Source: an optimization exercise on an open RTL-to-GDS flow (aim: small area and a short achievable clock period). Production flows keep margins and buffers that such runs may drop.
No run shown here included a check of the RTL's function; only the layout flow was run.
No activity file was given, so power comes from the tool's default toggle rates.

`flow/flow/make_vars.txt`:
```
MATCH_CELL_FOOTPRINT=0
BUFFER_PORTS_ARGS=-buffer_cell sky130_fd_sc_hd__buf_2
```
`flow/constraint.sdc`:
```
create_clock -name core_clock -period 5.0 [get_ports {clock}]
set_input_delay 1.0000 -clock core_clock [delete_from_list [all_inputs] [get_ports {clock}]]
set_output_delay 1.0000 -clock core_clock [all_outputs]
set_load 0.01 [all_outputs]
```
`flow/design.v`:
```
module mr_aoi22 (input logic a, b, c, d, output logic y);
  assign y = ~((a & b) | (c & d));
endmodule
module mr_nand4 (input logic a, b, c, d, output logic y);
  assign y = ~(a & b & c & d);
endmodule
module mr_nand2 (input logic a, b, output logic y);
  assign y = ~(a & b);
endmodule
module mr_sel8 (input logic [7:0] d, input logic [7:0] s, output logic y);
  logic [3:0] n;
  for (genvar j = 0; j < 4; j++) begin : g_a
    mr_aoi22 u_a (.a(d[2*j]), .b(s[2*j]), .c(d[2*j+1]), .d(s[2*j+1]), .y(n[j]));
  end
  mr_nand4 u_o (.a(n[0]), .b(n[1]), .c(n[2]), .d(n[3]), .y(y));
endmodule
module mem_responder #(
  parameter int ADDR_BITS  = 6,
  parameter int RD_LATENCY = 1
) (
  input  logic                 clock,
  input  logic                 reset,
  input  logic [31:0]          Address,
  input  logic                 Wr,
  input  logic [31:0]          Datain,
  output logic [31:0]          Dataout,
  output logic                 rd_valid,
  output logic                 addr_err,
  input  logic                 ld_en,
  input  logic [ADDR_BITS-1:0] ld_addr,
  input  logic [31:0]          ld_data,
  output logic                 ld_clash
);
  localparam int ROWS = 1 << (ADDR_BITS - 2);
  localparam int RB   = ADDR_BITS - 2;
  localparam int NH   = ROWS / 8;    
  logic [7:0] bank [4][ROWS];
  function automatic logic [4*ROWS-1:0] row_selects(input logic [RB-1:0] row, input logic [1:0] off,
                                                     input logic en);
    logic [ROWS-1:0] dec;
    logic [ROWS-1:0] dec_nx;
    for (int r = 0; r < ROWS; r++) begin
      dec[r]    = en & (row == RB'(r));
      dec_nx[r] = en & (row == RB'(r - 1));
    end
    for (int b = 0; b < 4; b++)
      row_selects[b*ROWS +: ROWS] = (2'(b) < off) ? dec_nx : dec;
  endfunction
  logic [3:0][ROWS-1:0] rd_sel;
  logic [3:0][3:0]      rot_sel;    
  assign rd_sel = row_selects(Address[ADDR_BITS-1:2], Address[1:0], 1'b1);
  always_comb begin
    for (int k = 0; k < 4; k++)
      for (int b = 0; b < 4; b++)
        rot_sel[k][b] = (Address[1:0] == 2'(b - k));
  end
  logic [7:0] part [4][NH];
  for (genvar b = 0; b < 4; b++) begin : g_bank
    for (genvar h = 0; h < NH; h++) begin : g_half
      for (genvar i = 0; i < 8; i++) begin : g_bit
        logic [7:0] d;
        for (genvar r = 0; r < 8; r++) begin : g_row
          assign d[r] = bank[b][8*h+r][i];
        end
        mr_sel8 u_sel (.d(d), .s(rd_sel[b][8*h +: 8]), .y(part[b][h][i]));
      end
    end
  end
  logic [3:0][7:0] bank_rd;
  for (genvar b = 0; b < 4; b++) begin : g_merge
    always_comb begin
      bank_rd[b] = '0;
      for (int h = 0; h < NH; h++) bank_rd[b] = bank_rd[b] | part[b][h];
    end
  end
  logic                 ld_go;
  logic                 cpu_go;
  logic [3:0][ROWS-1:0] ld_sel;
  logic [3:0][ROWS-1:0] cpu_sel;
  logic [3:0][ROWS-1:0] wr_sel;
  logic [3:0][7:0]      wr_byte;
  logic [3:0][7:0]      wd_sel;     
  assign ld_go   = reset & ld_en;
  assign cpu_go  = reset & ~ld_en & Wr;
  assign ld_sel  = row_selects(ld_addr[ADDR_BITS-1:2], ld_addr[1:0], ld_go);
  assign cpu_sel = row_selects(Address[ADDR_BITS-1:2], Address[1:0], cpu_go);
  assign wr_sel  = ld_sel | cpu_sel;
  always_comb begin
    for (int b = 0; b < 4; b++)
      for (int k = 0; k < 4; k++) begin
        wd_sel[b][2*k]   = ld_en & (ld_addr[1:0] == 2'(b - k));
        wd_sel[b][2*k+1] = ~ld_en & (Address[1:0] == 2'(b - k));
      end
  end
  for (genvar b = 0; b < 4; b++) begin : g_wd
    for (genvar i = 0; i < 8; i++) begin : g_bit
      logic [7:0] d;
      for (genvar k = 0; k < 4; k++) begin : g_lane
        assign d[2*k]   = ld_data[31-8*k-7+i];
        assign d[2*k+1] = Datain[31-8*k-7+i];
      end
      mr_sel8 u_sel (.d(d), .s(wd_sel[b]), .y(wr_byte[b][i]));
    end
  end
  always_ff @(posedge clock) begin
    for (int b = 0; b < 4; b++)
      for (int r = 0; r < ROWS; r++)
        if (wr_sel[b][r]) bank[b][r] <= wr_byte[b];
  end
  logic [3:0][7:0] bank_q;     
  logic [3:0][3:0] rot_q;      
  always_ff @(posedge clock or negedge reset) begin
    if (!reset) begin
      bank_q   <= '0;
      addr_err <= 1'b0;
      rd_valid <= 1'b0;
      ld_clash <= 1'b0;
    end else begin
      bank_q   <= bank_rd;
      addr_err <= (Address[31:ADDR_BITS] != '0);
      rd_valid <= 1'b1;
      ld_clash <= ld_en & Wr;
    end
  end
  always_ff @(posedge clock) begin
    rot_q <= rot_sel;
  end
  for (genvar k = 0; k < 4; k++) begin : g_lane
    for (genvar i = 0; i < 8; i++) begin : g_bit
      logic [1:0] t;
      mr_aoi22 u_a0 (.a(bank_q[0][i]), .b(rot_q[k][0]), .c(bank_q[1][i]), .d(rot_q[k][1]), .y(t[0]));
      mr_aoi22 u_a1 (.a(bank_q[2][i]), .b(rot_q[k][2]), .c(bank_q[3][i]), .d(rot_q[k][3]), .y(t[1]));
      mr_nand2 u_o (.a(t[0]), .b(t[1]), .y(Dataout[31-8*k-7+i]));
    end
  end
endmodule
```
`flow/flow/abc.script`:
```
strash
dch
map
topo
stime -c
```
`flow/standard.sh`:
```
#!/bin/bash
# synth_recipe.tcl (not shown) runs the flow's synth.tcl, then flattens the netlist and writes it again
# the make line also repeats each setting of config.mk as NAME=value (left out here)
make -C /OpenROAD-flow-scripts/flow DESIGN_CONFIG=/design/flow/config.mk WORK_HOME=/design/flow/orfs CLKGATE_MAP_FILE= SYNTH_SCRIPT=/design/flow/synth_recipe.tcl "${@:-finish}"
```
`flow/config.mk`:
```
export PLATFORM = sky130hd
export DESIGN_NAME = mem_responder
export DESIGN_NICKNAME = mem_responder
export VERILOG_FILES = /design/flow/design.v
export SDC_FILE = /design/flow/constraint.sdc
export NUM_CORES = 4
export LEC_CHECK = 0
export ABC_AREA = 1
export CAP_MARGIN = 20
export CELL_PAD_IN_SITES_DETAIL_PLACEMENT = 1
export CELL_PAD_IN_SITES_GLOBAL_PLACEMENT = 2
export CORE_MARGIN = 2
export CORE_UTILIZATION = 30
export CTS_BUF_LIST = sky130_fd_sc_hd__clkbuf_8
export CTS_CLUSTER_DIAMETER = 80
export CTS_CLUSTER_SIZE = 16
export SETUP_SLACK_MARGIN = 2.6
export SLEW_MARGIN = 20
export SYNTH_HIERARCHICAL = 1
export SYNTH_MINIMUM_KEEP_SIZE = 0
```
`flow/flow/run.sh`:
```
#!/bin/bash
# Own layout flow: the standard ORFS flow, with
#  - extra ORFS make variables from flow/make_vars.txt (one NAME=VALUE per line).
# Every tool's output goes to ORFS's own logs (orfs/logs/...) and the make output to flow_make.log.
set -euo pipefail
W=$(pwd)
F=$W/flow
{
  echo "proc abc {args} {"
  echo "  set i [lsearch -exact \$args -script]"
  echo "  if {\$i >= 0} { lset args [expr {\$i + 1}] {$F/abc.script} }"
  echo "  yosys abc {*}\$args"
  echo "}"
  cat "$W/synth_recipe.tcl"
} > "$W/own_synth.tcl"
vars=("SYNTH_SCRIPT=$W/own_synth.tcl")
if [[ -f $F/make_vars.txt ]]; then
  while IFS= read -r line; do
    [[ -z $line || $line == \#* ]] && continue
    vars+=("$line")
  done < "$F/make_vars.txt"
fi
bash "$W/standard.sh" "${vars[@]}" finish > "$W/flow_make.log" 2>&1
```
==> results of run 1 <==
[metal layers]
layer / share of wire, % / up-vias / track usage, %
met3: 6.7 / 129 / 2.66
met4: 2.5 / 6 / 5.57
met2: 47 / 723 / 36.3
li1: - / 7807 / -
met1: 44 / 9363 / 31.7
met5: 0.043 / - / 0
[per-stage QoR]
stage,hold slack (ps),std cells,util [%],power (mW)
2_1_floorplan,531,1633,-,5.92
3_3_place_gp,550,2856,34.2,6.54
3_5_place_dp,567,2856,34.2,6.57
4_1_cts,565,3045,38.0,8.98
5_1_grt,593,3067,38.8,9.30
6_report,577,3069,38.8,8.97
[cells by family after synthesis]
kind of cell / Yosys count / synth area share [%]
DFF: 551 / 71.3
and+or+nand+nor: 549 / 12.2
AOI/OAI and AO/OA: 513 / 16.2
buffers and inverters: 19 / 0.311
other: 1 / 0.0164
[per-module statistics from Yosys, one instance, submodules excluded, excerpt]
module / flops+latches / cell area [sq um] / times used / cells inside
mr_nand2: 0 / 3.75 / 32 / 1
mr_nand4: 0 / 6.26 / 96 / 1
mr_aoi22: 0 / 7.51 / 448 / 1
mem_responder: 551 / 18800 / 1 / 1057
[sequential cells by signal (all words and copies together) (netlist names)]
signal    flops
addr_err      1
bank        512
bank_q       32
ld_clash      1
rd_valid      1
rot_q         4
[how the worst min path moves through the flow]
| stage | startpoint | endpoint | slack, ps | cells past startpoint |
|---|---|---|---|---|
| floorplan | bank[3][0] | bank_q[0] | 530 | 3 |
| global placement | bank[3][1] | bank_q[1] | 550 | 3 |
| detailed placement | bank[11][0] | bank_q[0] | 570 | 3 |
| CTS | Address[18] | addr_err | 560 | 3 |
| global route | Address[15] | addr_err | 590 | 3 |
| finish | bank[45][7] | bank_q[23] | 580 | 3 |
[report_power, final]
| group | switching [mW] | internal (mW) | leakage (nW) |
|---|---|---|---|
| combinational | 0.831 | 0.484 | 4.19 |
| sequential | 0.155 | 5.29 | 4.82 |
| clock | 1.43 | 0.777 | 0.419 |
[cell usage after synthesis, drive strengths merged]
library cell and instances:
nor2 46, nor4 2, o21ai 59, a22o 2, a22oi 448, nand2 138, or2 33, dfrtp 35
nand3 139, clkinv 19, a31o 1, nand4 179, o2111ai 3, conb 1, nor3b 2, dfxtp 4
edfxtp 512, nor3 9, and2 1
[worst register-to-register path: stages (launching register included)]
cell                       delay (ps)
sky130_fd_sc_hd__edfxtp_1         380
sky130_fd_sc_hd__a22oi_1          250
sky130_fd_sc_hd__nand4_1          280
sky130_fd_sc_hd__or2_4            360
[area by class of cell]
| type | instances | area, sq um |
|---|---|---|
| Fill cell | 7903 | 46400 |
| Sequential cell | 551 | 16400 |
| Clock inverter | 24 | 109 |
| Antenna cell | 3 | 7.51 |
| Multi-Input combinational cell | 1067 | 7490 |
| Tap cell | 978 | 1220 |
| Inverter | 19 | 116 |
| Clock buffer | 41 | 564 |
| Timing Repair Buffer | 385 | 3550 |
| Timing Repair inverter | 1 | 7.51 |
[what timing repair did]
item,CTS,global route
resized for setup,172,88
pin swaps,96,31
cloned,8,4
endpoints found under the setup margin,1016,392
buffers inserted,116,17
==> flow_summary.ini, run 1 <==
[global_route]
antenna_violations_before_repair = 9
grt.overflow.total = 0
wire_length_of_the_first_global_routing_pass_mm = 129
grt_start_max_net_pins = 42
global_route_usage_sum_pct = 22.3
first_global_vias = 18000

[die]
floorplan.core_area_sq_mm = 0.0758
die-width_microns = 280
row_count = 101
die_y_microns = 280
start_util_pct = 30.2
ioPinCount = 141
die_area_sq_mm = 0.0786

[critical_path]
timing.critical_path.fanout_max = 7
r2r_start = bank[50][4]
worstSetupEndpoint = Dataout[13]
path_cells = buf_12, a22oi_1, nand2_1, buf_2
worst_r2r_endpoint = bank_q[28]
cp_num_buf_inv = 2
worstPathRequired_ps = 4000
criticalPathCategory = reg -> out
worst_r2r_path_cells = 3
cp-start-kind = flop
timing.critical_path.to_type = output pin
critical-path-top-delay-family = flip-flops
cpPeakStageDelay_ps = 410
reg2reg_slack_ps = 3600
critPathSlowestCell = sky130_fd_sc_hd__dfxtp_4
critical_path_arrival_ps = 1640
setup.worst_path.start = rot_q[14]
worst-path-stages = 4

[logic_synthesis]
syn_inst_count = 1633
synth_cell_types = 19
syn-cell-area_sq_mm = 0.0229
synthesized_nets = 1739
sequential_area_share_after_synthesis_pct = 71.3
synth_top_cell_area_share_pct = 67.1
synth-warning-count = 10
synth.avg_cell_area_sq_um = 14.0
postSynthRegisterBits = 551
post_synth_main_area_contributors = sky130_fd_sc_hd__edfxtp_1 (67%), sky130_fd_sc_hd__a22oi_1 (15%), sky130_fd_sc_hd__nand4_1 (4.9%), sky130_fd_sc_hd__dfrtp_1 (3.8%), sky130_fd_sc_hd__nand3_1 (3.0%)
synthDominantAreaCellType = sky130_fd_sc_hd__edfxtp_1

[finish]
most-common-layout-cells = sky130_fd_sc_hd__edfxtp_1 (512), sky130_fd_sc_hd__a22oi_1 (373), sky130_fd_sc_hd__nand4_1 (179), sky130_fd_sc_hd__buf_4 (160), sky130_fd_sc_hd__nand3_1 (133)
synthToLayoutAreaGrowth_pct = 28.5
final_layout_size_suffix_gt1_share_pct = 31.6
final_nets = 2172
post_route_cell_area_sq_mm = 0.0294
most_common_cell_after_layout_fill_and_taps_aside = sky130_fd_sc_hd__edfxtp_1

[sta]
fmax_ghz = 0.379
grt_setup_unrepaired = yes
finalWorstSetupSlack_ps = 2360
setup_violations = 0
worstMarginPinSlew_ps = 684
hold_viol_final = 0
final.period_utilization_pct = 52.7
fin_setup_tns_ps = 0
final-max-slew-violation-count = 0
finalCriticalPeriod_ps = 2640
timing.clock.skew_ps = 20.7
relSlewSlack_pct = 54.0

[cts]
clkLatencyLatePin_ps = 630
cts-htree-levels = 2
cts_max_path_buffers = 3
cts_tree = yes
clkSinkCount = 551
cts_hold_repair.buffers = 0
cts.reportedPaths.clkPinSlew_ps = 100
clockRootBuffer = sky130_fd_sc_hd__clkbuf_8
tritoncts.num_buffers = 41

[placement]
final_weighted_congestion_of_routability_driven_global_placement = 0.861
place_hpwl_mm = 59.5
dp_slack_ps = 1150
port_buffers = 140
placed_area_sq_mm = 0.0259

[power]
power_leakage_nw = 9.42
power.density_mw_per_mm2 = 305
worst_ir_drop_vdd_mv = 0.157

[drt]
post_drt_via_cell_ratio = 5.87
routed_wire_length_per_instance_microns = 29.0
drt_wl_total_mm = 88.9
drt_pass1_iterations = 7
drc = 0
drt.antenna.violating_nets = 0
vias = 18000
detail_route.iter0.violations = 1680

[status]
run_status = no timing/DRC/antenna violations

[hold_path]
hold_path.class = reg -> reg

[job]
max-cap-violations = 0
==> inputs of run 2 (changes only) <==
--- a/flow/design.v
+++ b/flow/design.v
@@ -3,6 +3,12 @@
 endmodule
 module mr_nand4 (input logic a, b, c, d, output logic y);
   assign y = ~(a & b & c & d);
+endmodule
+module mr_oai21 (input logic a, b, c, output logic y);
+  assign y = ~((a | b) & c);
+endmodule
+module mr_oai22 (input logic a, b, c, d, output logic y);
+  assign y = ~((a | b) & (c | d));
 endmodule
 module mr_nand2 (input logic a, b, output logic y);
   assign y = ~(a & b);
@@ -35,20 +41,28 @@
   localparam int RB   = ADDR_BITS - 2;
   localparam int NH   = ROWS / 8;    
   logic [7:0] bank [4][ROWS];
-  function automatic logic [4*ROWS-1:0] row_selects(input logic [RB-1:0] row, input logic [1:0] off,
-                                                     input logic en);
-    logic [ROWS-1:0] dec;
-    logic [ROWS-1:0] dec_nx;
-    for (int r = 0; r < ROWS; r++) begin
-      dec[r]    = en & (row == RB'(r));
-      dec_nx[r] = en & (row == RB'(r - 1));
-    end
+  function automatic logic [3:0] shifts(input logic [1:0] off);
     for (int b = 0; b < 4; b++)
-      row_selects[b*ROWS +: ROWS] = (2'(b) < off) ? dec_nx : dec;
+      shifts[b] = (2'(b) < off);
+  endfunction
+  function automatic logic [ROWS-1:0] decode(input logic [RB-1:0] row, input logic en);
+    for (int r = 0; r < ROWS; r++)
+      decode[r] = en & (row == RB'(r));
   endfunction
   logic [3:0][ROWS-1:0] rd_sel;
   logic [3:0][3:0]      rot_sel;    
-  assign rd_sel = row_selects(Address[ADDR_BITS-1:2], Address[1:0], 1'b1);
+  logic [31:0]          rd_word;
+  logic [ROWS-1:0] rd_ndec;    
+  logic [3:0]      rd_sh;
+  assign rd_ndec = ~decode(Address[ADDR_BITS-1:2], 1'b1);
+  assign rd_sh   = shifts(Address[1:0]);
+  for (genvar b = 0; b < 3; b++) begin : g_rsel
+    for (genvar r = 0; r < ROWS; r++) begin : g_row
+      mr_oai22 u_s (.a(rd_ndec[r]), .b(rd_sh[b]), .c(rd_ndec[(r+ROWS-1)%ROWS]), .d(~rd_sh[b]),
+                    .y(rd_sel[b][r]));
+    end
+  end
+  assign rd_sel[3] = ~rd_ndec;
   always_comb begin
     for (int k = 0; k < 4; k++)
       for (int b = 0; b < 4; b++)
@@ -66,25 +80,46 @@
       end
     end
   end
-  logic [3:0][7:0] bank_rd;
-  for (genvar b = 0; b < 4; b++) begin : g_merge
-    always_comb begin
-      bank_rd[b] = '0;
-      for (int h = 0; h < NH; h++) bank_rd[b] = bank_rd[b] | part[b][h];
+  for (genvar k = 0; k < 4; k++) begin : g_lane
+    for (genvar i = 0; i < 8; i++) begin : g_bit
+      logic [3:0] t;
+      for (genvar b = 0; b < 4; b++) begin : g_b
+        if (NH == 2) begin : g_two
+          mr_oai21 u_t (.a(part[b][0][i]), .b(part[b][1][i]), .c(rot_sel[k][b]), .y(t[b]));
+        end else begin : g_any
+          logic any;
+          always_comb begin
+            any = 1'b0;
+            for (int h = 0; h < NH; h++) any = any | part[b][h][i];
+          end
+          assign t[b] = ~(any & rot_sel[k][b]);
+        end
+      end
+      mr_nand4 u_o (.a(t[0]), .b(t[1]), .c(t[2]), .d(t[3]), .y(rd_word[31-8*k-7+i]));
     end
   end
   logic                 ld_go;
   logic                 cpu_go;
-  logic [3:0][ROWS-1:0] ld_sel;
-  logic [3:0][ROWS-1:0] cpu_sel;
+  logic [ROWS-1:0]      ld_dec;
+  logic [ROWS-1:0]      cpu_dec;
+  logic [3:0]           ld_sh;
   logic [3:0][ROWS-1:0] wr_sel;
   logic [3:0][7:0]      wr_byte;
   logic [3:0][7:0]      wd_sel;     
   assign ld_go   = reset & ld_en;
   assign cpu_go  = reset & ~ld_en & Wr;
-  assign ld_sel  = row_selects(ld_addr[ADDR_BITS-1:2], ld_addr[1:0], ld_go);
-  assign cpu_sel = row_selects(Address[ADDR_BITS-1:2], Address[1:0], cpu_go);
-  assign wr_sel  = ld_sel | cpu_sel;
+  assign ld_dec  = decode(ld_addr[ADDR_BITS-1:2], ld_go);
+  assign cpu_dec = decode(Address[ADDR_BITS-1:2], cpu_go);
+  assign ld_sh   = shifts(ld_addr[1:0]);
+  for (genvar b = 0; b < 3; b++) begin : g_wen
+    for (genvar r = 0; r < ROWS; r++) begin : g_row
+      logic n_ld, n_cpu;
+      mr_aoi22 u_l (.a(ld_dec[r]), .b(~ld_sh[b]), .c(ld_dec[(r+ROWS-1)%ROWS]), .d(ld_sh[b]), .y(n_ld));
+      mr_aoi22 u_c (.a(cpu_dec[r]), .b(~rd_sh[b]), .c(cpu_dec[(r+ROWS-1)%ROWS]), .d(rd_sh[b]), .y(n_cpu));
+      mr_nand2 u_e (.a(n_ld), .b(n_cpu), .y(wr_sel[b][r]));
+    end
+  end
+  assign wr_sel[3] = ld_dec | cpu_dec;
   always_comb begin
     for (int b = 0; b < 4; b++)
       for (int k = 0; k < 4; k++) begin
@@ -107,30 +142,17 @@
       for (int r = 0; r < ROWS; r++)
         if (wr_sel[b][r]) bank[b][r] <= wr_byte[b];
   end
-  logic [3:0][7:0] bank_q;     
-  logic [3:0][3:0] rot_q;      
   always_ff @(posedge clock or negedge reset) begin
     if (!reset) begin
-      bank_q   <= '0;
+      Dataout  <= '0;
       addr_err <= 1'b0;
       rd_valid <= 1'b0;
       ld_clash <= 1'b0;
     end else begin
-      bank_q   <= bank_rd;
+      Dataout  <= rd_word;
       addr_err <= (Address[31:ADDR_BITS] != '0);
       rd_valid <= 1'b1;
       ld_clash <= ld_en & Wr;
     end
   end
-  always_ff @(posedge clock) begin
-    rot_q <= rot_sel;
-  end
-  for (genvar k = 0; k < 4; k++) begin : g_lane
-    for (genvar i = 0; i < 8; i++) begin : g_bit
-      logic [1:0] t;
-      mr_aoi22 u_a0 (.a(bank_q[0][i]), .b(rot_q[k][0]), .c(bank_q[1][i]), .d(rot_q[k][1]), .y(t[0]));
-      mr_aoi22 u_a1 (.a(bank_q[2][i]), .b(rot_q[k][2]), .c(bank_q[3][i]), .d(rot_q[k][3]), .y(t[1]));
-      mr_nand2 u_o (.a(t[0]), .b(t[1]), .y(Dataout[31-8*k-7+i]));
-    end
-  end
 endmodule
==> run 2 against run 1 <==
Against the previous run:
- still clean
- synthesized area fell by 2.1%
- routed wire length fell by 0.88%
- non-clock buffer count is 3 higher
- critical path depth grew 8
- power is 1.7% higher
- hold slack got worse by 300 ps
- worst setup slack improved by 110 ps
- sequential cell count is 4 lower
- largest cell class unchanged
==> flow_summary.ini, run 2 <==
[drt]
drt_pass1_iterations = 6
drt.antenna.violating_nets = 0
post_drt_via_cell_ratio = 5.92
detail_route.iter0.violations = 1762
vias = 17600
routed_wire_length_per_instance_microns = 29.7
drt_wl_total_mm = 88.1
drc = 0

[global_route]
grt_start_max_net_pins = 35
antenna_violations_before_repair = 2
first_global_vias = 17400
grt.overflow.total = 0
wire_length_of_the_first_global_routing_pass_mm = 125
global_route_usage_sum_pct = 22.2

[finish]
post_layout_cell_count = 2967
synthToLayoutAreaGrowth_pct = 31.1
largest_reg_flops = 512
final_nets = 2075
final_layout_size_suffix_gt1_share_pct = 33.5
most-common-layout-cells = sky130_fd_sc_hd__edfxtp_1 (512), sky130_fd_sc_hd__a22oi_1 (448), sky130_fd_sc_hd__buf_4 (167), sky130_fd_sc_hd__nand4_1 (135), sky130_fd_sc_hd__buf_2 (133)
final_core_utilization_pct = 39.7
reg.largest.list = bank (512), Dataout (32)
top_reg_by_flops = bank
most_common_cell_after_layout_fill_and_taps_aside = sky130_fd_sc_hd__edfxtp_1

[die]
die-width_microns = 277
start_util_pct = 30.2
die_area_sq_mm = 0.0770
die_y_microns = 277
row_count = 100
floorplan.core_area_sq_mm = 0.0742
ioPinCount = 141

[logic_synthesis]
syn-cell-area_sq_mm = 0.0224
dominantRegCellSynth = sky130_fd_sc_hd__edfxtp_1
synth_top_cell_area_share_pct = 68.5
synthDominantAreaCellType = sky130_fd_sc_hd__edfxtp_1
synth_most_common_cell = sky130_fd_sc_hd__edfxtp_1
sequential_area_share_after_synthesis_pct = 72.4
syn_inst_count = 1535
post_synth_main_area_contributors = sky130_fd_sc_hd__edfxtp_1 (69%), sky130_fd_sc_hd__a22oi_1 (16%), sky130_fd_sc_hd__dfrtp_1 (3.9%), sky130_fd_sc_hd__nand4_1 (3.8%), sky130_fd_sc_hd__o21ai_0 (2.9%)
postSynthRegisterBits = 547
synth_cell_types = 12
number_of_flops_mapped_to_enable_cells_by_yosys = 512
synthesized_nets = 1641
synthTopCellsByCount = sky130_fd_sc_hd__edfxtp_1 (512), sky130_fd_sc_hd__a22oi_1 (480), sky130_fd_sc_hd__nand4_1 (135), sky130_fd_sc_hd__o21ai_0 (128), sky130_fd_sc_hd__nand2_1 (68)
postSynth.asyncResetShare_pct = 6.40
synth.avg_cell_area_sq_um = 14.6
synth-warning-count = 10

[cts]
cts_tree = yes
cts_hold_repair.buffers = 0
clockRootBuffer = sky130_fd_sc_hd__clkbuf_8
cts.reportedPaths.clkPinSlew_ps = 110
cts-htree-levels = 2
clkLatencyLatePin_ps = 670
cts_max_path_buffers = 3
clkSinkCount = 547
tritoncts.num_buffers = 42

[placement]
port_buffers = 140
dp.cells = 2682
final_weighted_congestion_of_routability_driven_global_placement = 0.859
place_hpwl_mm = 60.1

[critical_path]
worst_r2r_path_cells = 5
critical-path-top-cell-by-count = sky130_fd_sc_hd__buf_4
cpPeakStageDelay_ps = 280
cp-start-kind = primary input
timing.critical_path.fanout_max = 8
reg2reg_slack_ps = 3480
r2r_start = bank[44][7]
critPathSlowestCell = sky130_fd_sc_hd__o21ai_0
cp_num_buf_inv = 6
path_cells = buf_8, clkinvlp_4, nor2_4, buf_4, clkbuf_16, buf_4, o22ai_4, a22oi_1, nand4_1, buf_4, o21ai_0, nand4_1
worst_r2r_endpoint = Dataout[7]
criticalPathCategory = in -> reg
critical_path_arrival_ps = 3050
critical-path-top-delay-family = buffers and inverters
worstPathRequired_ps = 5530
timing.critical_path.to_type = flop

[sta]
finalCriticalPeriod_ps = 2520
relSlewSlack_pct = 57.2
worstMarginPinSlew_ps = 642
timing.clock.skew_ps = 47.4
hold_viol_final = 0
final-max-slew-violation-count = 0
fmax_ghz = 0.396
final.period_utilization_pct = 50.5
setup_violations = 0
grt_setup_unrepaired = yes
fin_setup_tns_ps = 0

[status]
run_status = no timing/DRC/antenna violations

[job]
max-cap-violations = 0

[power]
worst_ir_drop_vdd_mv = 0.132
power_leakage_nw = 9.10
power.density_mw_per_mm2 = 310

[hold_path]
hold_path.class = in -> async
run 2: cells by family (layout without fill, tap and decap cells):
| group | Yosys count | count (layout) | synth area share [%] |
|---|---|---|---|
| buffers and inverters | 34 | 494 | 0.569 |
| AND/OR/NAND/NOR | 281 | 282 | 6.28 |
| flip-flops | 547 | 547 | 72.4 |
| AO/OA/AOI/OAI | 672 | 672 | 20.7 |
| other | 1 | 3 | 0.0167 |
run 2: area by class of cell:
cell class / instances / area, sq um
diodes: 2 / 5.00
clock buffers: 45 / 619
clock inverters: 26 / 161
fillers: 7579 / 44800
inverters: 34 / 195
multi-input cells: 955 / 7540
flip-flops and latches: 547 / 16300
well taps: 969 / 1210
repair buffers: 388 / 3430
repair inverters: 1 / 7.51
run 2: worst max path at each step:
stage / from / to / slack [ps] / cells past startpoint
2_1_floorplan: Address[1] / bank[0][0] / 1010 / 6
3_3_place_gp: Address[1] / bank[17][0] / 770 / 7
3_5_place_dp: Address[1] / bank[17][0] / 660 / 7
4_1_cts: Address[4] / bank[4][1] / 2540 / 6
5_1_grt: Address[0] / Dataout[7] / 2390 / 12
6_report: Address[0] / Dataout[7] / 2480 / 12
run 2: metal layers:
layer	share of wire (%)	global-route usage, %	up-vias
met1	43	30.3	9149
met3	6.7	4.37	126
met4	3.4	7.53	0
met2	47	35.2	748
met5	0	0	-
li1	-	-	7536
run 2: worst reg2reg max path, stage by stage, from the launching register on:
cell and delay [ps]:
sky130_fd_sc_hd__edfxtp_1 400, sky130_fd_sc_hd__a22oi_1 260, sky130_fd_sc_hd__nand4_1 150, sky130_fd_sc_hd__buf_4 190, sky130_fd_sc_hd__o21ai_0 280, sky130_fd_sc_hd__nand4_1 130
run 2: where the power goes:
| group | switching [mW] | internal [mW] | total, mW |
|---|---|---|---|
| Sequential | 0.0596 | 5.25 | 5.31 |
| Clock | 1.50 | 0.903 | 2.41 |
| Combinational | 0.919 | 0.483 | 1.40 |
run 2: stage by stage:
| stage | total power, mW | area [sq um] | hold slack (ps) | setup slack, ps |
|---|---|---|---|---|
| floorplan | 5.82 | 22500 | 621 | 1010 |
| global placement | 6.42 | 24700 | 709 | 766 |
| detailed placement | 6.45 | 24700 | 715 | 664 |
| CTS | 9.09 | 28300 | 239 | 2540 |
| global route | 9.43 | 29400 | 255 | 2390 |
| finish | 9.12 | 29400 | 273 | 2480 |
run 2: what timing repair did:
item,4_1_cts,5_1_grt
gates cloned,6,3
gates resized for setup,302,99
setup endpoints to repair,1056,876
buffers inserted,136,67
pin swaps,67,39
run 2: modules after synthesis (local to each module, per instance), excerpt:
module	flops+latches	cell area, sq um	cells	copies in the design
mem_responder	547	16900	703	1
mr_aoi22	0	7.51	1	480
mr_nand4	0	6.26	1	128
mr_oai22	0	6.26	1	48
mr_oai21	0	5.00	1	128
mr_nand2	0	3.75	1	48
==> inputs of run 3 (changes only) <==
--- a/flow/design.v
+++ b/flow/design.v
@@ -7,8 +7,8 @@
 module mr_oai21 (input logic a, b, c, output logic y);
   assign y = ~((a | b) & c);
 endmodule
-module mr_oai22 (input logic a, b, c, d, output logic y);
-  assign y = ~((a | b) & (c | d));
+module mr_ao22 (input logic a, b, c, d, output logic y);
+  assign y = (a & b) | (c & d);
 endmodule
 module mr_nand2 (input logic a, b, output logic y);
   assign y = ~(a & b);
@@ -41,28 +41,34 @@
   localparam int RB   = ADDR_BITS - 2;
   localparam int NH   = ROWS / 8;    
   logic [7:0] bank [4][ROWS];
-  function automatic logic [3:0] shifts(input logic [1:0] off);
+  localparam int NHI = ROWS / 4;
+  function automatic logic [NHI-1:0] hi_dec(input logic [RB-1:0] row, input logic en);
+    for (int j = 0; j < NHI; j++)
+      hi_dec[j] = en & (row[RB-1:2] == (RB-2)'(j));
+  endfunction
+  function automatic logic [15:0] lo_dec(input logic [1:0] lo, input logic [1:0] off, input logic shifted);
     for (int b = 0; b < 4; b++)
-      shifts[b] = (2'(b) < off);
-  endfunction
-  function automatic logic [ROWS-1:0] decode(input logic [RB-1:0] row, input logic en);
-    for (int r = 0; r < ROWS; r++)
-      decode[r] = en & (row == RB'(r));
+      for (int j = 0; j < 4; j++)
+        lo_dec[4*b + j] = (lo == 2'(j)) & ((2'(b) < off) == shifted);
   endfunction
   logic [3:0][ROWS-1:0] rd_sel;
   logic [3:0][3:0]      rot_sel;    
   logic [31:0]          rd_word;
-  logic [ROWS-1:0] rd_ndec;    
-  logic [3:0]      rd_sh;
-  assign rd_ndec = ~decode(Address[ADDR_BITS-1:2], 1'b1);
-  assign rd_sh   = shifts(Address[1:0]);
+  logic [NHI-1:0] rd_hi;
+  logic [15:0]    rd_lo_n, rd_lo_s;
+  assign rd_hi   = hi_dec(Address[ADDR_BITS-1:2], 1'b1);
+  assign rd_lo_n = lo_dec(Address[3:2], Address[1:0], 1'b0);
+  assign rd_lo_s = lo_dec(Address[3:2], Address[1:0], 1'b1);
   for (genvar b = 0; b < 3; b++) begin : g_rsel
     for (genvar r = 0; r < ROWS; r++) begin : g_row
-      mr_oai22 u_s (.a(rd_ndec[r]), .b(rd_sh[b]), .c(rd_ndec[(r+ROWS-1)%ROWS]), .d(~rd_sh[b]),
-                    .y(rd_sel[b][r]));
+      localparam int RP = (r + ROWS - 1) % ROWS;
+      mr_ao22 u_s (.a(rd_hi[r/4]), .b(rd_lo_n[4*b + r%4]), .c(rd_hi[RP/4]), .d(rd_lo_s[4*b + RP%4]),
+                   .y(rd_sel[b][r]));
     end
   end
-  assign rd_sel[3] = ~rd_ndec;
+  for (genvar r = 0; r < ROWS; r++) begin : g_rsel3
+    assign rd_sel[3][r] = rd_hi[r/4] & rd_lo_n[12 + r%4];
+  end
   always_comb begin
     for (int k = 0; k < 4; k++)
       for (int b = 0; b < 4; b++)
@@ -100,26 +106,32 @@
   end
   logic                 ld_go;
   logic                 cpu_go;
-  logic [ROWS-1:0]      ld_dec;
-  logic [ROWS-1:0]      cpu_dec;
-  logic [3:0]           ld_sh;
+  logic [NHI-1:0]       cpu_hi, ld_hi;
+  logic [15:0]          ld_lo_n, ld_lo_s;
   logic [3:0][ROWS-1:0] wr_sel;
   logic [3:0][7:0]      wr_byte;
   logic [3:0][7:0]      wd_sel;     
   assign ld_go   = reset & ld_en;
   assign cpu_go  = reset & ~ld_en & Wr;
-  assign ld_dec  = decode(ld_addr[ADDR_BITS-1:2], ld_go);
-  assign cpu_dec = decode(Address[ADDR_BITS-1:2], cpu_go);
-  assign ld_sh   = shifts(ld_addr[1:0]);
+  assign cpu_hi  = hi_dec(Address[ADDR_BITS-1:2], cpu_go);
+  assign ld_hi   = hi_dec(ld_addr[ADDR_BITS-1:2], ld_go);
+  assign ld_lo_n = lo_dec(ld_addr[3:2], ld_addr[1:0], 1'b0);
+  assign ld_lo_s = lo_dec(ld_addr[3:2], ld_addr[1:0], 1'b1);
   for (genvar b = 0; b < 3; b++) begin : g_wen
     for (genvar r = 0; r < ROWS; r++) begin : g_row
+      localparam int RP = (r + ROWS - 1) % ROWS;
       logic n_ld, n_cpu;
-      mr_aoi22 u_l (.a(ld_dec[r]), .b(~ld_sh[b]), .c(ld_dec[(r+ROWS-1)%ROWS]), .d(ld_sh[b]), .y(n_ld));
-      mr_aoi22 u_c (.a(cpu_dec[r]), .b(~rd_sh[b]), .c(cpu_dec[(r+ROWS-1)%ROWS]), .d(rd_sh[b]), .y(n_cpu));
+      mr_aoi22 u_l (.a(ld_hi[r/4]), .b(ld_lo_n[4*b + r%4]), .c(ld_hi[RP/4]), .d(ld_lo_s[4*b + RP%4]),
+                    .y(n_ld));
+      mr_aoi22 u_c (.a(cpu_hi[r/4]), .b(rd_lo_n[4*b + r%4]), .c(cpu_hi[RP/4]), .d(rd_lo_s[4*b + RP%4]),
+                    .y(n_cpu));
       mr_nand2 u_e (.a(n_ld), .b(n_cpu), .y(wr_sel[b][r]));
     end
   end
-  assign wr_sel[3] = ld_dec | cpu_dec;
+  for (genvar r = 0; r < ROWS; r++) begin : g_wen3
+    mr_ao22 u_e (.a(ld_hi[r/4]), .b(ld_lo_n[12 + r%4]), .c(cpu_hi[r/4]), .d(rd_lo_n[12 + r%4]),
+                 .y(wr_sel[3][r]));
+  end
   always_comb begin
     for (int b = 0; b < 4; b++)
       for (int k = 0; k < 4; k++) begin
--- a/flow/flow/run.sh
+++ b/flow/flow/run.sh
@@ -1,7 +1,10 @@
 #!/bin/bash
 # Own layout flow: the standard ORFS flow, with
-#  - extra ORFS make variables from flow/make_vars.txt (one NAME=VALUE per line).
-# Every tool's output goes to ORFS's own logs (orfs/logs/...) and the make output to flow_make.log.
+#  - extra ORFS make variables from flow/make_vars.txt (one NAME=VALUE per line),
+#  - optionally, the ORFS make targets run one after another as flow/stages.txt lists them
+#    (one per line: a target, then NAME=VALUE words that apply to that target only).
+# Every tool's output goes to ORFS's own logs (orfs/logs/...); each make's output goes to
+# flow_make_N.log in the folder this runs in.
 set -euo pipefail
 W=$(pwd)
 F=$W/flow
@@ -20,4 +23,13 @@
     vars+=("$line")
   done < "$F/make_vars.txt"
 fi
-bash "$W/standard.sh" "${vars[@]}" finish > "$W/flow_make.log" 2>&1
+n=0
+if [[ -f $F/stages.txt ]]; then
+  while read -r -a words; do
+    [[ ${#words[@]} -eq 0 || ${words[0]} == \#* ]] && continue
+    n=$((n + 1))
+    bash "$W/standard.sh" "${vars[@]}" "${words[@]:1}" "${words[0]}" > "$W/flow_make_$n.log" 2>&1
+  done < "$F/stages.txt"
+else
+  bash "$W/standard.sh" "${vars[@]}" finish > "$W/flow_make_1.log" 2>&1
+fi
==> run 3 against run 2 <==
Against the previous run:
- first-iteration DRC count is 6.8% lower
- via count rose by 0.43%
- critical path depth increased by 3
- worst setup slack improved by 110 ps
- sequential share of layout area is 0.17 points lower
- maximum frequency increased by 4.8%
- combinational power about the same
- sequential power is essentially flat
- final cell count is 4.4% higher
- critical path type unchanged
- critical endpoint is now Dataout[4]
==> flow_summary.ini, run 3 <==
[power]
worst_ir_drop_vdd_mv = 0.138
power_leakage_nw = 9.48
clock_share_of_power_pct = 26.0
combinationalPowerShare_pct = 15.4
power.density_mw_per_mm2 = 308
netSwitchingFraction_pct = 27.5
seq_power_share_pct = 58.6
design_power_total_mw = 9.08
p_sw_mw = 2.50
internal_power_mw = 6.58

[sta]
setup_violations = 0
worstMarginPinSlew_ps = 821
finalCriticalPeriod_ps = 2410
final.period_utilization_pct = 48.2
timing.clock.skew_ps = 38.4
relSlewSlack_pct = 45.1
holdWs_ps = 522
fmax_ghz = 0.415
hold_viol_final = 0
grt_setup_unrepaired = yes
fin_setup_tns_ps = 0
final-max-slew-violation-count = 0

[cts]
cts-htree-levels = 2
tritoncts.num_buffers = 42
clkSinkCount = 547
cts_tree = yes
cts_max_path_buffers = 3
clockRootBuffer = sky130_fd_sc_hd__clkbuf_8
clkLatencyLatePin_ps = 660
cts_hold_repair.buffers = 0
cts.reportedPaths.clkPinSlew_ps = 110

[logic_synthesis]
synthDominantAreaCellType = sky130_fd_sc_hd__edfxtp_1
sequential_area_share_after_synthesis_pct = 71.3
synth_most_common_cell = sky130_fd_sc_hd__edfxtp_1
dominantRegCellSynth = sky130_fd_sc_hd__edfxtp_1
synth.avg_cell_area_sq_um = 13.6
post_synth_main_area_contributors = sky130_fd_sc_hd__edfxtp_1 (67%), sky130_fd_sc_hd__a22oi_1 (16%), sky130_fd_sc_hd__nand2_1 (4.1%), sky130_fd_sc_hd__dfrtp_1 (3.8%), sky130_fd_sc_hd__nand4_1 (3.5%)
syn-cell-area_sq_mm = 0.0228
syn_inst_count = 1678
postSynth.asyncResetShare_pct = 6.40
synth_cell_types = 11
number_of_flops_mapped_to_enable_cells_by_yosys = 512
synth_top_cell_area_share_pct = 67.5
synthesized_nets = 1784
synth-warning-count = 10
postSynthRegisterBits = 547
synthTopCellsByCount = sky130_fd_sc_hd__edfxtp_1 (512), sky130_fd_sc_hd__a22oi_1 (480), sky130_fd_sc_hd__nand2_1 (246), sky130_fd_sc_hd__nand4_1 (128), sky130_fd_sc_hd__o21ai_0 (128)

[drt]
post_drt_via_cell_ratio = 5.69
vias = 17600
drt_wl_total_mm = 88.8
drt.antenna.violating_nets = 0
routed_wire_length_per_instance_microns = 28.7
drc = 0
drt_pass1_iterations = 7
detail_route.iter0.violations = 1642

[die]
die_area_sq_mm = 0.0782
floorplan.core_area_sq_mm = 0.0756
ioPinCount = 141
start_util_pct = 30.2
die-width_microns = 280
die_y_microns = 280
row_count = 101

[job]
max-cap-violations = 0

[global_route]
wire_length_of_the_first_global_routing_pass_mm = 126
antenna_violations_before_repair = 3
first_global_vias = 17700
grt.overflow.total = 0
grt_start_max_net_pins = 36
global_route_usage_sum_pct = 22.2

[critical_path]
timing.critical_path.to_type = flop
path_cells = buf_12, clkinvlp_4, nor2_4, buf_12, clkinvlp_4, buf_12, nor2_4, buf_12, nand2_8, nand2_8, a22oi_2, nand4_1, buf_4, o21ai_0, nand4_1
critical_path_arrival_ps = 2930
critPathSlowestCell = sky130_fd_sc_hd__a22oi_2
cp-start-kind = primary input
criticalPathCategory = in -> reg
reg2reg_slack_ps = 3370
cpPeakStageDelay_ps = 330
worst_r2r_endpoint = Dataout[6]
r2r_start = bank[56][6]
cp_num_buf_inv = 7
worst_r2r_path_cells = 4
critical-path-top-delay-family = buffers and inverters
setup.worst_path.start = Address[0]
timing.critical_path.fanout_max = 8
critical-path-top-cell-by-count = sky130_fd_sc_hd__buf_12
worstPathRequired_ps = 5520

[hold_path]
hold_path.class = in -> async

[finish]
synthToLayoutAreaGrowth_pct = 29.5
most-common-layout-cells = sky130_fd_sc_hd__edfxtp_1 (512), sky130_fd_sc_hd__a22oi_1 (381), sky130_fd_sc_hd__buf_4 (172), sky130_fd_sc_hd__buf_2 (135), sky130_fd_sc_hd__nand4_1 (128)
largest_reg_flops = 512
most_common_cell_after_layout_fill_and_taps_aside = sky130_fd_sc_hd__edfxtp_1
final_nets = 2206
top_reg_by_flops = bank
final_layout_size_suffix_gt1_share_pct = 35.8
final_core_utilization_pct = 39.1
num-fill-cells = 7860
reg.largest.list = bank (512), Dataout (32)

[placement]
port_buffers = 140
final_weighted_congestion_of_routability_driven_global_placement = 0.822
place_hpwl_mm = 60.7

[status]
run_status = no timing/DRC/antenna violations
run 3: layout make-up:
cell class,instances,area (sq um),share of cell area [%]
flip-flops and latches,547,16300,55.1
multi-input cells,1105,8110,27.5
repair buffers,374,3030,10.3
well taps,978,1220,4.15
clock buffers,43,592,2.01
inverters,30,168,0.568
clock inverters,19,136,0.462
diodes,1,2.50,0.00848
run 3: modules after synthesis, one instance, submodules excluded, excerpt:
module	cells inside	flip-flops and latches	copies in the design
mem_responder	702	547	1
mr_ao22	3	0	64
mr_aoi22	1	0	480
mr_nand2	1	0	48
mr_nand4	1	0	128
mr_oai21	1	0	128
run 3: metrics by stage:
| step | std cells | cell area (sq um) | setup slack (ps) |
|---|---|---|---|
| 2_1_floorplan | 1678 | 23400 | 2120 |
| 3_3_place_gp | 2860 | 25800 | 965 |
| 3_5_place_dp | 2860 | 25800 | 876 |
| 4_1_cts | 3038 | 28400 | 2590 |
| 5_1_grt | 3097 | 29500 | 2550 |
| 6_report | 3097 | 29500 | 2590 |
run 3: how the worst max path moves through the flow:
stage             endpoint  cells after the start  slack [ps]
4_1_cts        Dataout[13]                     14        2590
3_5_place_dp   bank[12][2]                      7         880
3_3_place_gp   bank[13][2]                      7         970
5_1_grt        Dataout[25]                     15        2550
6_report        Dataout[4]                     15        2590
2_1_floorplan   bank[0][0]                      6        2120
run 3: timing repair:
action,in CTS,in global routing
setup buffers,112,57
hold endpoints to repair,0,0
gates cloned,4,1
endpoints found under the setup margin,1056,594
gates resized for setup,214,178
pin swaps,87,90
run 3: cells by family (layout without fill, tap and decap cells):
kind of cell | count (synthesis) | after routing | synth area share (%)
DFF | 547 | 547 | 71.3
buffers and inverters | 30 | 466 | 0.494
AOI/OAI and AO/OA | 608 | 608 | 18.6
and+or+nand+nor | 492 | 496 | 9.57
other | 1 | 2 | 0.0165
run 3: power groups by stage:
stage,Clock (mW),Combinational [mW],Sequential (mW)
floorplan,0,0.441,5.42
global placement,0,1.06,5.43
finish,2.36,1.40,5.33
CTS,2.44,1.30,5.33
global route,2.59,1.48,5.34
detailed placement,0,1.09,5.43
run 3: routing by layer:
metal,up-vias,wire [microns],global-route usage [%]
met3,115,5020,3.49
met2,614,42200,36.4
met4,0,2900,7.23
li1,7770,-,-
met1,9135,38700,30.2
met5,-,0,0
==> inputs of run 4 (changes only) <==
--- a/flow/config.mk
+++ b/flow/config.mk
@@ -14,7 +14,7 @@
 export CTS_BUF_LIST = sky130_fd_sc_hd__clkbuf_8
 export CTS_CLUSTER_DIAMETER = 80
 export CTS_CLUSTER_SIZE = 16
-export SETUP_SLACK_MARGIN = 2.6
+export SETUP_SLACK_MARGIN = 2.7
 export SLEW_MARGIN = 20
 export SYNTH_HIERARCHICAL = 1
 export SYNTH_MINIMUM_KEEP_SIZE = 0
==> run 4 against run 3 <==
Against the previous run:
- synthesized area unchanged
- design area up 1.4%
- sequential cell count unchanged
- highest routed layer unchanged
==> flow_summary.ini, run 4 <==
[status]
run_status = no timing/DRC/antenna violations

[cts]
cts_tree = yes
clockRootBuffer = sky130_fd_sc_hd__clkbuf_8
cts_max_path_buffers = 3
cts-htree-levels = 2
clkLatencyLatePin_ps = 670
tritoncts.num_buffers = 42
clkSinkCount = 547
cts.reportedPaths.clkPinSlew_ps = 110

[logic_synthesis]
postSynth.asyncResetShare_pct = 6.40
synth_top_cell_area_share_pct = 67.5
dominantRegCellSynth = sky130_fd_sc_hd__edfxtp_1
synth-warning-count = 10
synthTopCellsByCount = sky130_fd_sc_hd__edfxtp_1 (512), sky130_fd_sc_hd__a22oi_1 (480), sky130_fd_sc_hd__nand2_1 (246), sky130_fd_sc_hd__nand4_1 (128), sky130_fd_sc_hd__o21ai_0 (128)
syn-cell-area_sq_mm = 0.0228
postSynthRegisterBits = 547
synthesized_nets = 1784
sequential_area_share_after_synthesis_pct = 71.3
number_of_flops_mapped_to_enable_cells_by_yosys = 512
post_synth_main_area_contributors = sky130_fd_sc_hd__edfxtp_1 (67%), sky130_fd_sc_hd__a22oi_1 (16%), sky130_fd_sc_hd__nand2_1 (4.1%), sky130_fd_sc_hd__dfrtp_1 (3.8%), sky130_fd_sc_hd__nand4_1 (3.5%)
synth_most_common_cell = sky130_fd_sc_hd__edfxtp_1
syn_inst_count = 1678
synth_cell_types = 11
synth.avg_cell_area_sq_um = 13.6
synthDominantAreaCellType = sky130_fd_sc_hd__edfxtp_1

[critical_path]
path_cells = buf_12, clkinvlp_4, nor2_4, buf_12, clkinvlp_4, buf_12, nor2_4, buf_12, nand2_8, nand2_8, a22oi_2, nand4_1, o21ai_0, nand4_1
critPathSlowestCell = sky130_fd_sc_hd__a22oi_2
timing.critical_path.to_type = flop
worst_r2r_endpoint = Dataout[23]
setup.worst_path.start = Address[1]
worstSetupEndpoint = Dataout[1]
worst_r2r_path_cells = 4
critical-path-top-cell-by-count = sky130_fd_sc_hd__buf_12
reg2reg_slack_ps = 3430
timing.critical_path.fanout_max = 8
critical_path_arrival_ps = 2900
cp-start-kind = primary input
cpPeakStageDelay_ps = 310
r2r_start = bank[56][7]
criticalPathCategory = in -> reg
worstPathRequired_ps = 5530

[power]
power_leakage_nw = 9.59
worst_ir_drop_vdd_mv = 0.141
power.density_mw_per_mm2 = 305

[finish]
final_layout_size_suffix_gt1_share_pct = 38.5
most-common-layout-cells = sky130_fd_sc_hd__edfxtp_1 (512), sky130_fd_sc_hd__a22oi_1 (366), sky130_fd_sc_hd__buf_4 (163), sky130_fd_sc_hd__buf_2 (129), sky130_fd_sc_hd__nand4_1 (128)
largest_reg_flops = 512
top_reg_by_flops = bank
synthToLayoutAreaGrowth_pct = 31.4
num-fill-cells = 7846
reg.largest.list = bank (512), Dataout (32)
most_common_cell_after_layout_fill_and_taps_aside = sky130_fd_sc_hd__edfxtp_1
post_layout_cell_count = 3107
final_nets = 2216

[placement]
dp.cells = 2860
place_hpwl_mm = 60.7
port_buffers = 140
final_weighted_congestion_of_routability_driven_global_placement = 0.822

[die]
ioPinCount = 141
floorplan.core_area_sq_mm = 0.0756
start_util_pct = 30.2
row_count = 101
die_y_microns = 280
die_area_sq_mm = 0.0782
die-width_microns = 280

[sta]
final.period_utilization_pct = 47.3
grt_setup_unrepaired = yes
hold_viol_final = 0
finalCriticalPeriod_ps = 2370
fmax_ghz = 0.422
timing.clock.skew_ps = 33.7
relSlewSlack_pct = 45.5
final-max-slew-violation-count = 0
worstMarginPinSlew_ps = 816
setup_violations = 0
fin_setup_tns_ps = 0

[drt]
vias = 17800
detail_route.iter0.violations = 1744
drc = 0
drt_pass1_iterations = 7
post_drt_via_cell_ratio = 5.71
drt.antenna.violating_nets = 0
routed_wire_length_per_instance_microns = 28.8
drt_wl_total_mm = 89.6

[hold_path]
hold_path.class = in -> async

[global_route]
first_global_vias = 17900
wire_length_of_the_first_global_routing_pass_mm = 127
grt_start_max_net_pins = 36
antenna_violations_before_repair = 2
grt.overflow.total = 0
global_route_usage_sum_pct = 22.4

[job]
max-cap-violations = 0
run 4: metrics by stage:
stage                     power, mW  worst slack (ps)  utilization [%]  cell area, sq um  hold WS, ps
after floorplan                5.86              2120                -             23400          621
after detailed placement       6.52               876             34.2             25800          722
after global routing           9.46              2590             39.6             29900          569
after CTS                      9.13              2640             38.3             29000          513
final                          9.14              2630             39.6             29900          563
after global placement         6.50               965             34.2             25800          695
run 4: how the worst min path moves through the flow:
stage,cells after the start,slack (ps),from,endpoint
floorplan,4,620,bank[19][0],Dataout[0]
global placement,4,700,bank[19][0],Dataout[16]
global route,2,570,reset,Dataout[2]
detailed placement,4,720,bank[19][0],Dataout[24]
CTS,2,510,reset,Dataout[2]
finish,2,560,reset,Dataout[2]
run 4: cells by family after synthesis:
| family | synth area share, % |
|---|---|
| AOI/OAI and AO/OA | 18.6 |
| DFF | 71.3 |
| and+or+nand+nor | 9.57 |
| buffers and inverters | 0.494 |
| other | 0.0165 |
run 4: cell type report:
type	count	area, sq um	area share (%)
clock inverters	19	136	0.456
repair buffers	384	3260	10.9
clock buffers	43	592	1.98
well taps	978	1220	4.09
flip-flops and latches	547	16300	54.3
diodes	1	2.50	0.00836
inverters	30	170	0.568
multi-input cells	1105	8300	27.7
run 4: critical path: cells and delay by family:
family,cells,cell delay (ps)
AO/OA/AOI/OAI,2,550
buffers and inverters,6,700
AND/OR/NAND/NOR,6,620
run 4: timing repair:
item	CTS	global route
resized for setup	316	174
endpoints found under the setup margin	1070	391
pin swaps	125	107
setup buffers	131	47
cloned	5	1
hold buffers	0	0
run 4: per-module statistics from Yosys, one instance, submodules excluded, a selection:
| module | cells inside | area (sq um) | times used |
|---|---|---|---|
| mr_aoi22 | 1 | 7.51 | 480 |
| mr_oai21 | 1 | 5.00 | 128 |
| mr_nand4 | 1 | 6.26 | 128 |
| mr_ao22 | 3 | 11.3 | 64 |
| mem_responder | 702 | 16800 | 1 |
| mr_nand2 | 1 | 3.75 | 48 |
run 4: power breakdown:
part / switching (mW) / internal, mW
clock: 1.50 / 0.862
sequential: 0.0719 / 5.26
combinational: 0.954 / 0.498
run 4: routing by layer:
layer / GRT usage, % / wire, microns
met1: 31.1 / 39500
met2: 37.3 / 43200
met3: 2.60 / 4350
met4: 6.09 / 2500
met5: 0 / 0

## static timing again, ports no longer ideal
Ports are ideal in the flow. The routed layouts listed here were re-timed in OpenROAD. Step 1 sets driving cells, clkbuf_16 on the clock port and buf_2 on the other inputs (assumed; they add their load-dependent delay and slew). Step 2, shift: input delay + t, output delay - t, t = (earliest + latest rising clock arrival at the registers) / 2. This alone moves slack from input paths to output paths. Three values: no drivers, after step 1, after step 2; two values: the first two.
run	shift t [ns]	setup slack, ns	worst hold slack (ns)	worst slew at a driven data input, ns	cell pins on the clock port's net
run 1	0.670	2.364 / 2.301 / 1.864	0.577 / 0.571 / 0.577	0.12	1
run 2	0.700	2.476 / 2.480 / 1.780	0.273 / 0.245 / 0.748	0.09	1
run 3	0.704	2.591 / 2.606 / 1.902	0.522 / 0.489 / 0.740	0.07	1
run 4	0.710	2.633 / 2.650 / 1.940	0.563 / 0.530 / 0.763	0.07	1
After both steps every run listed still meets setup and hold. For run 2, which loses most, drivers alone change the setup slack by +0.004 ns; drivers and shift together by -0.696 ns.
